Background: an optimization exercise with open tools, aiming at small area and a short achievable clock period. Do not read the settings as production practice. The flow treats the clock pin as an ideal source. Dropping or thinning the clock tree relies on that and would not hold on a real chip. No activity file was given, so power comes from the tool's default toggle rates.

== blue ==
## frameReadout
module frameReadout (
	input logic clk,
	input logic rst,
	input logic [frameReadoutPkg::NumChan-1:0] strobe,
	input logic wrEn,
	input logic [frameReadoutPkg::ChanWidth-1:0] wrChan,
	input logic [frameReadoutPkg::AdrWidth-1:0] wrAdr,
	input logic [frameReadoutPkg::DataWidth-1:0] wrData,
	output logic txd,
	output logic busy
);
	logic [frameReadoutPkg::NumChan-1:0] pending;
	logic [frameReadoutPkg::NumChan-1:0] grant;
	logic [frameReadoutPkg::DataWidth-1:0] byteOutN;
	logic [frameReadoutPkg::SlotWidth-1:0] slotCnt;
	logic [frameReadoutPkg::AdrWidth-1:0] wordCnt;
	logic [frameReadoutPkg::NumChan-1:0] chanSel;
	strobeSync i_strobeSync (
		.clk(clk),
		.rst(rst),
		.strobe(strobe),
		.grant(grant),
		.pending(pending)
	);
	readSequencer i_readSequencer (
		.clk(clk),
		.rst(rst),
		.pending(pending),
		.grant(grant),
		.busy(busy),
		.slotCnt(slotCnt),
		.wordCnt(wordCnt),
		.chanSel(chanSel)
	);
	frameBuffer i_frameBuffer (
		.clk(clk),
		.wrEnIn(wrEn),
		.wrChanIn(wrChan),
		.wrAdrIn(wrAdr),
		.wrDataIn(wrData),
		.rdChan(chanSel),
		.rdAdr(wordCnt),
		.slotCnt(slotCnt),
		.byteOutN(byteOutN)
	);
  ...
==> flow/config.mk <==
export PLATFORM = sky130hd
export DESIGN_NAME = frameReadout
export DESIGN_NICKNAME = frameReadout
export VERILOG_FILES = /design/flow/design.v
export SDC_FILE = /design/flow/constraint.sdc
export NUM_CORES = 4
export LEC_CHECK = 0
export CAP_MARGIN = 20
export CORE_MARGIN = 2
export CORE_UTILIZATION = 40
export CTS_BUF_LIST = sky130_fd_sc_hd__clkbuf_16
export CTS_CLUSTER_DIAMETER = 60
export CTS_CLUSTER_SIZE = 30
export SETUP_SLACK_MARGIN = 3.3
export SLEW_MARGIN = 20
==> flow/constraint.sdc <==
create_clock -name core_clock -period 5.0 [get_ports {clk}]
set_input_delay 1.0000 -clock core_clock [delete_from_list [all_inputs] [get_ports {clk}]]
set_output_delay 1.0000 -clock core_clock [all_outputs]
set_load 0.01 [all_outputs]
standard.sh (not shown) runs the stock make flow with config.mk's settings and CLKGATE_MAP_FILE= SYNTH_SCRIPT=/design/flow/synth_recipe.tcl, a recipe that flattens the netlist after the stock synthesis.
==> flow/flow/run.sh <==
#!/bin/bash
# Standard layout, except for the clock tree: after CTS its root buffer is dropped, so the clock
# port drives the tree's first level (4 pins), and both remaining levels become inverters.
set -euo pipefail
here=$(pwd)
res=$here/orfs/results/sky130hd/frameReadout/base
bash standard.sh cts > standard_cts.log 2>&1
CTS_ODB=$res/4_cts.odb OUT_ODB=$res/4_cts.odb openroad -no_init -exit flow/invtree.tcl > invtree.log 2>&1
bash standard.sh finish > standard_finish.log 2>&1
Other scripts of this flow, unchanged in this note and not shown: flow/flow/invtree.tcl
Here is what was changed in the inputs of orange compared with blue.
--- a/flow/design.v
+++ b/flow/design.v
@@ -96,40 +96,30 @@
 	end
 endmodule
 `default_nettype wire
 `timescale 1ns/1ns
 `default_nettype none
 module frameBuffer (
 	input logic clk,
-	input logic wrEnIn,
-	input logic [frameReadoutPkg::ChanWidth-1:0] wrChanIn,
-	input logic [frameReadoutPkg::AdrWidth-1:0] wrAdrIn,
-	input logic [frameReadoutPkg::DataWidth-1:0] wrDataIn,
+	input logic wrEn,
+	input logic [frameReadoutPkg::ChanWidth-1:0] wrChan,
+	input logic [frameReadoutPkg::AdrWidth-1:0] wrAdr,
+	input logic [frameReadoutPkg::DataWidth-1:0] wrData,
 	input logic [frameReadoutPkg::NumChan-1:0] rdChan,  
 	input logic [frameReadoutPkg::AdrWidth-1:0] rdAdr,
 	input logic [frameReadoutPkg::SlotWidth-1:0] slotCnt,
 	output logic [frameReadoutPkg::DataWidth-1:0] byteOutN  
 );
 	localparam int NC = frameReadoutPkg::NumChan;
 	localparam int DW = frameReadoutPkg::DataWidth;
 	localparam int RA = frameReadoutPkg::RingA;
 	localparam int RB = frameReadoutPkg::RingB;
 	logic [DW-1:0] ringA [NC][RA];
 	logic [DW-1:0] ringB [NC][RB];
 	logic [3:0] phase;
-	logic wrEn;
-	logic [frameReadoutPkg::ChanWidth-1:0] wrChan;
-	logic [frameReadoutPkg::AdrWidth-1:0] wrAdr;
-	logic [frameReadoutPkg::DataWidth-1:0] wrData;
-	always_ff @(posedge clk) begin
-		wrEn <= wrEnIn;
-		wrChan <= wrChanIn;
-		wrAdr <= wrAdrIn;
-		wrData <= wrDataIn;
-	end
 	logic [NC-1:0] wrSel;
 	logic [NC-1:0] wrSelN;
 	logic [3:0] posHi;
 	logic [3:0] posHiN;
 	logic [3:0] posLo;
 	logic [3:0] posLoN;
 	logic [RB-1:0] posB;
@@ -188,16 +178,16 @@
 		for (int i = 0; i < 4; i++) begin
 			hiNext[i] = ~wrAdr[4] & (borrow ? hiSame[(i + 1) % 4] : hiSame[i]);
 		end
 		for (int q = 0; q < RB; q++) begin
 			bNext[q] = wrAdr[4] & ((wrAdr[0] ^ phase[0]) == 1'(q));
 		end
 	end
-	assign capPre = (slotCnt[7:4] == 4'hE);  
-	assign fwdWin = capPre;
+	assign capPre = slotCnt[7] & slotCnt[6] & (slotCnt[5] ^ slotCnt[4]);  
+	assign fwdWin = capPre & ~(slotCnt == 8'd239);
 	always_ff @(posedge clk) begin
 		phase <= phase + 1'b1;
 		wrSel <= chanDec & {NC{wrEn & adrOk}};
 		wrSelN <= ~(chanDec & {NC{wrEn & adrOk}});
 		posHi <= hiNext;
 		posHiN <= ~hiNext;
 		posLo <= loNext;
@@ -330,18 +320,18 @@
 		.busy(busy),
 		.slotCnt(slotCnt),
 		.wordCnt(wordCnt),
 		.chanSel(chanSel)
 	);
 	frameBuffer i_frameBuffer (
 		.clk(clk),
-		.wrEnIn(wrEn),
-		.wrChanIn(wrChan),
-		.wrAdrIn(wrAdr),
-		.wrDataIn(wrData),
+		.wrEn(wrEn),
+		.wrChan(wrChan),
+		.wrAdr(wrAdr),
+		.wrData(wrData),
 		.rdChan(chanSel),
 		.rdAdr(wordCnt),
 		.slotCnt(slotCnt),
 		.byteOutN(byteOutN)
 	);
 	uartTx i_uartTx (
 		.clk(clk),
Notes after the runs:
- Compared with blue, routability congestion estimate from global placement in orange decreased by a few percent.
- orange vs blue, post-synthesis cell count went down by 21.
- Cmp blue and orange / count of state elements after synthesis / higher: blue
- Of the two candidates, blue has the worse total power consumption of the routed design and orange the better one.
- Where placeable core area is concerned, blue is outperformed by orange.
- orange: clock tree buffer count of the final layout 1 below blue
- Diff blue -> orange: combinational fraction of design power saw an increase; layout cell share with drive strength beyond 1 saw an increase; switching power saw a decrease.
Function was not checked in any run of this note: the RTL went through the layout flow alone.

## static timing again, ports no longer ideal
In the flow no input, the clock included, has a driving cell. The finished layouts below were timed again as built, in two steps.
Step 1, drivers: a clkbuf_16 drives clk and a buf_2 each remaining input, both assumed.
Step 2 also shifts input and output timing later by t, the mid clock arrival at the registers, as if the neighbouring blocks saw the same clock.
Three values: ideal ports, drivers, drivers and shift; two values: the first two.
run | shift t [ns] | setup slack, ns | pins driven straight from the clock port
blue | 0.547 | 3.166 / 2.911 / 3.188 | 4
orange | 0.550 | 3.189 / 2.926 / 2.884 | 4
After both steps setup and hold are still met in every run listed. The setup slack of orange, which loses most, moves by -0.263 ns with the drivers and by -0.305 ns with both steps.
